Background: an optimization exercise with open tools, aiming at small area. Do not read the settings as production practice.
In this exercise RTL edits were held to simulation tests only and were not proved equivalent to the original.
No activity file was given, so power comes from the tool's default toggle rates.

==> run a: inputs <==
==> flow/design.v <==
module nn_param_loader #(
  parameter int unsigned FRAME_BITS  = 368,
  parameter int unsigned LOAD_CYCLES = 3,
  parameter int unsigned NBYTES      = (FRAME_BITS + 7) / 8,
  parameter int unsigned CNT_W       = $clog2(NBYTES + 1)
) (
  input  logic                  clk,
  input  logic                  rst,
  input  logic [7:0]            s_data,
  input  logic                  s_valid,
  input  logic                  s_sof,
  output logic                  s_ready,
  output logic [FRAME_BITS-1:0] params,
  output logic                  load_params,
  output logic                  frame_done,
  output logic                  frame_err
);
  localparam int unsigned SH_W = NBYTES * 8;
  logic [CNT_W-1:0]      cnt_q;       
  logic                  commit_q;    
  logic                  load_q;
  logic                  done_q;
  logic                  l2_q;        
  logic                  l3_q;
  logic                  err_q;
  logic [SH_W-1:0]       shadow_q;
  logic [FRAME_BITS-1:0] params_q;
  logic beat, last;
  logic sh_en, sh_hold, pr_en, pr_hold;
  assign s_ready = !rst && !load_q && !commit_q;
  assign beat    = s_valid && s_ready;
  assign last    = !s_sof && (cnt_q == CNT_W'(NBYTES - 1));
  assign sh_en   = beat;
  assign sh_hold = !beat && !rst;
  assign pr_en   = commit_q && !rst;
  assign pr_hold = !commit_q && !rst;
  logic [SH_W-1:0] shadow_in;
  generate
    if (NBYTES > 1) begin : g_shift
      assign shadow_in = {s_data, shadow_q[SH_W-1:8]};
    end else begin : g_one
      assign shadow_in = s_data;
    end
  endgenerate
  always_ff @(posedge clk) begin
    shadow_q <= ({SH_W{sh_en}} & shadow_in) | ({SH_W{sh_hold}} & shadow_q);
    params_q <= ({FRAME_BITS{pr_en}} & shadow_q[FRAME_BITS-1:0])
              | ({FRAME_BITS{pr_hold}} & params_q);
  end
  always_ff @(posedge clk) begin
    if (rst) begin
      cnt_q    <= '0;
      commit_q <= 1'b0;
      load_q   <= 1'b0;
      done_q   <= 1'b0;
      l2_q     <= 1'b0;
      l3_q     <= 1'b0;
      err_q    <= 1'b0;
    end else begin
      err_q    <= beat && (s_sof ? (cnt_q != '0) : (cnt_q == '0));
      commit_q <= beat && (NBYTES == 1 ? s_sof : last);
      done_q   <= commit_q;
      l2_q     <= done_q;
      l3_q     <= l2_q;
      load_q   <= commit_q || (load_q && !l3_q);
      if (beat) begin
        if (s_sof)
          cnt_q <= (NBYTES == 1) ? '0 : CNT_W'(1);
        else if (last)
          cnt_q <= '0;
        else if (cnt_q != '0)
          cnt_q <= cnt_q + CNT_W'(1);
      end
    end
  end
  assign params      = params_q;
  assign load_params = load_q;
  assign frame_done  = done_q;
  assign frame_err   = err_q;
endmodule
==> flow/run.sh <==
#!/bin/bash
# synth_recipe.tcl (not shown) runs the flow's synth.tcl, then flattens the netlist and writes it again
# the make line also repeats each setting of config.mk as NAME=value (left out here)
make -C /OpenROAD-flow-scripts/flow DESIGN_CONFIG=/design/flow/config.mk WORK_HOME=/design/flow/orfs CLKGATE_MAP_FILE= SYNTH_SCRIPT=/design/flow/synth_recipe.tcl finish
==> flow/config.mk <==
export PLATFORM = sky130hd
export DESIGN_NAME = nn_param_loader
export DESIGN_NICKNAME = nn_param_loader
export VERILOG_FILES = /design/flow/design.v
export SDC_FILE = /design/flow/constraint.sdc
export NUM_CORES = 4
export LEC_CHECK = 0
export ABC_AREA = 1
export CAP_MARGIN = 20
export CORE_MARGIN = 2
export CORE_UTILIZATION = 60
export CTS_BUF_LIST = sky130_fd_sc_hd__clkbuf_8
export SLEW_MARGIN = 20
==> flow/constraint.sdc <==
create_clock -name core_clock -period 4.0 [get_ports {clk}]
set_input_delay 0.8000 -clock core_clock [delete_from_list [all_inputs] [get_ports {clk}]]
set_output_delay 0.8000 -clock core_clock [all_outputs]
set_load 0.01 [all_outputs]
==> run b: changes against run a <==
--- a/flow/design.v
+++ b/flow/design.v
@@ -42,10 +42,17 @@
       assign shadow_in = s_data;
     end
   endgenerate
+  logic [SH_W-1:0]       shadow_d;
+  logic [FRAME_BITS-1:0] params_d;
+  nn_param_loader_sel #(.W(SH_W)) u_shadow_sel (
+    .en(sh_en), .nv(shadow_in), .hold(sh_hold), .ov(shadow_q), .d(shadow_d)
+  );
+  nn_param_loader_sel #(.W(FRAME_BITS)) u_params_sel (
+    .en(pr_en), .nv(shadow_q[FRAME_BITS-1:0]), .hold(pr_hold), .ov(params_q), .d(params_d)
+  );
   always_ff @(posedge clk) begin
-    shadow_q <= ({SH_W{sh_en}} & shadow_in) | ({SH_W{sh_hold}} & shadow_q);
-    params_q <= ({FRAME_BITS{pr_en}} & shadow_q[FRAME_BITS-1:0])
-              | ({FRAME_BITS{pr_hold}} & params_q);
+    shadow_q <= shadow_d;
+    params_q <= params_d;
   end
   always_ff @(posedge clk) begin
     if (rst) begin
@@ -78,3 +85,14 @@
   assign frame_done  = done_q;
   assign frame_err   = err_q;
 endmodule
+module nn_param_loader_sel #(
+  parameter int unsigned W = 1
+) (
+  input  logic         en,
+  input  logic [W-1:0] nv,
+  input  logic         hold,
+  input  logic [W-1:0] ov,
+  output logic [W-1:0] d
+);
+  assign d = ({W{en}} & nv) | ({W{hold}} & ov);
+endmodule
==> flow/flow/run.sh (new file) <==
#!/bin/bash
# Standard ORFS layout, with every port buffered by the smallest buffer and clock tree
# synthesis with larger sink clusters and without dummy loads. The make output goes to
# standard_flow.log here; ORFS keeps each step's log under orfs/logs.
set -euo pipefail
bash standard.sh finish \
  "BUFFER_PORTS_ARGS=-buffer_cell sky130_fd_sc_hd__buf_1" \
  "CTS_ARGS=-sink_clustering_enable -repair_clock_nets -dont_use_dummy_load -buf_list sky130_fd_sc_hd__clkbuf_8 -sink_clustering_size 16 -sink_clustering_max_diameter 50" \
  > standard_flow.log 2>&1
==> flow/standard.sh (new file) <==
#!/bin/bash
# synth_recipe.tcl (not shown) runs the flow's synth.tcl, then flattens the netlist and writes it again
# the make line also repeats each setting of config.mk as NAME=value (left out here)
make -C /OpenROAD-flow-scripts/flow DESIGN_CONFIG=/design/flow/config.mk WORK_HOME=/design/flow/orfs CLKGATE_MAP_FILE= SYNTH_SCRIPT=/design/flow/synth_recipe.tcl "${@:-finish}"
--- a/flow/config.mk
+++ b/flow/config.mk
@@ -5,9 +5,9 @@
 export SDC_FILE = /design/flow/constraint.sdc
 export NUM_CORES = 4
 export LEC_CHECK = 0
-export ABC_AREA = 1
+export ABC_AREA = 0
 export CAP_MARGIN = 20
 export CORE_MARGIN = 2
 export CORE_UTILIZATION = 60
-export CTS_BUF_LIST = sky130_fd_sc_hd__clkbuf_8
 export SLEW_MARGIN = 20
+export SYNTH_HIERARCHICAL = 1
removed: flow/run.sh
==> results.txt <==
Run status: run b finished clean; run a finished clean
Class of the tightest hold or removal check: run b in2reg; run a reg2reg
Share of cell area taken by multi-input logic gates: run b 27.3%; run a 20.1%
Clock buffer instance count of the final layout: run b 55; run a 140
Proportion of power drawn by the clock network: run b 30.6%; run a 43.0%
Combinational-cell power consumption: run b 0.261 mW; run a 0.315 mW
Yosys cell types: run b 29; run a 22
Summed instance area of the synthesized netlist: run b 0.0231 mm²; run a 0.0232 mm²
Sequential element share of the synthesized area: run b 64.8%; run a 64.6%
Final hold slack: run b 0.396 ns; run a 0.409 ns
Met3 track demand over resource: run b 8.07%; run a 6.93%
Full die area: run b 0.0401 mm²; run a 0.0402 mm²
Post-Synthesis Net Count: run b 1718; run a 2491
Routed via count: run b 15100; run a 18200
Layout clock area frac: run b 3.04%; run a 7.39%
Non-filler cells in the finished layout: run b 2502; run a 3415
Number of clock buffers inserted by TritonCTS: run b 55; run a 108
Layout Skew: run b 0.0424 ns; run a 0.0283 ns
Crit Path Category: run b reg2reg; run a in2out
Area share of the leading cell type in the synthesized netlist: run b 64.8%; run a 64.6%
Slowest-stage cell, CP: run b nor2_4; run a clkdlybuf4s50_1
Pin count of the biggest net entering global routing: run b 209; run a 201
Standard cell core area: run b 0.0378 mm²; run a 0.0378 mm²
Final Worst Setup Slack: run b 1.34 ns; run a 0.902 ns
Final layout net count: run b 2008; run a 2838

static timing again, ports no longer ideal:
How much do the figures lean on ideal ports? The routed layouts below were timed once more, with nothing changed but the port constraints.
Step 1, drivers: a clkbuf_16 drives clk and a buf_2 each remaining input, both assumed.
Step 2 moves the port delays by t, midway between the first and last clock arrival at a register: inputs arrive t later, outputs are due t later. That takes back most of the time a late clock gives input paths.
a / b / c = no drivers / after step 1 / after step 2; a / b = the first two.
run	t (ns)	setup slack, ns	hold WS [ns]	clock arrival spread, ns	worst register clock-pin slew, ns
run a	0.697	0.902 / 0.867 / 0.643	0.409 / 0.409 / 0.409	0.038 / 0.039	0.07 / 0.07
run b	0.674	1.345 / 1.345 / 0.811	0.396 / 0.364 / 0.443	0.045 / 0.045	0.10 / 0.10
After both steps setup and hold are still met in every run listed. The setup slack of run b, which loses most, moves by 0.000 ns with the drivers and by -0.534 ns with both steps.
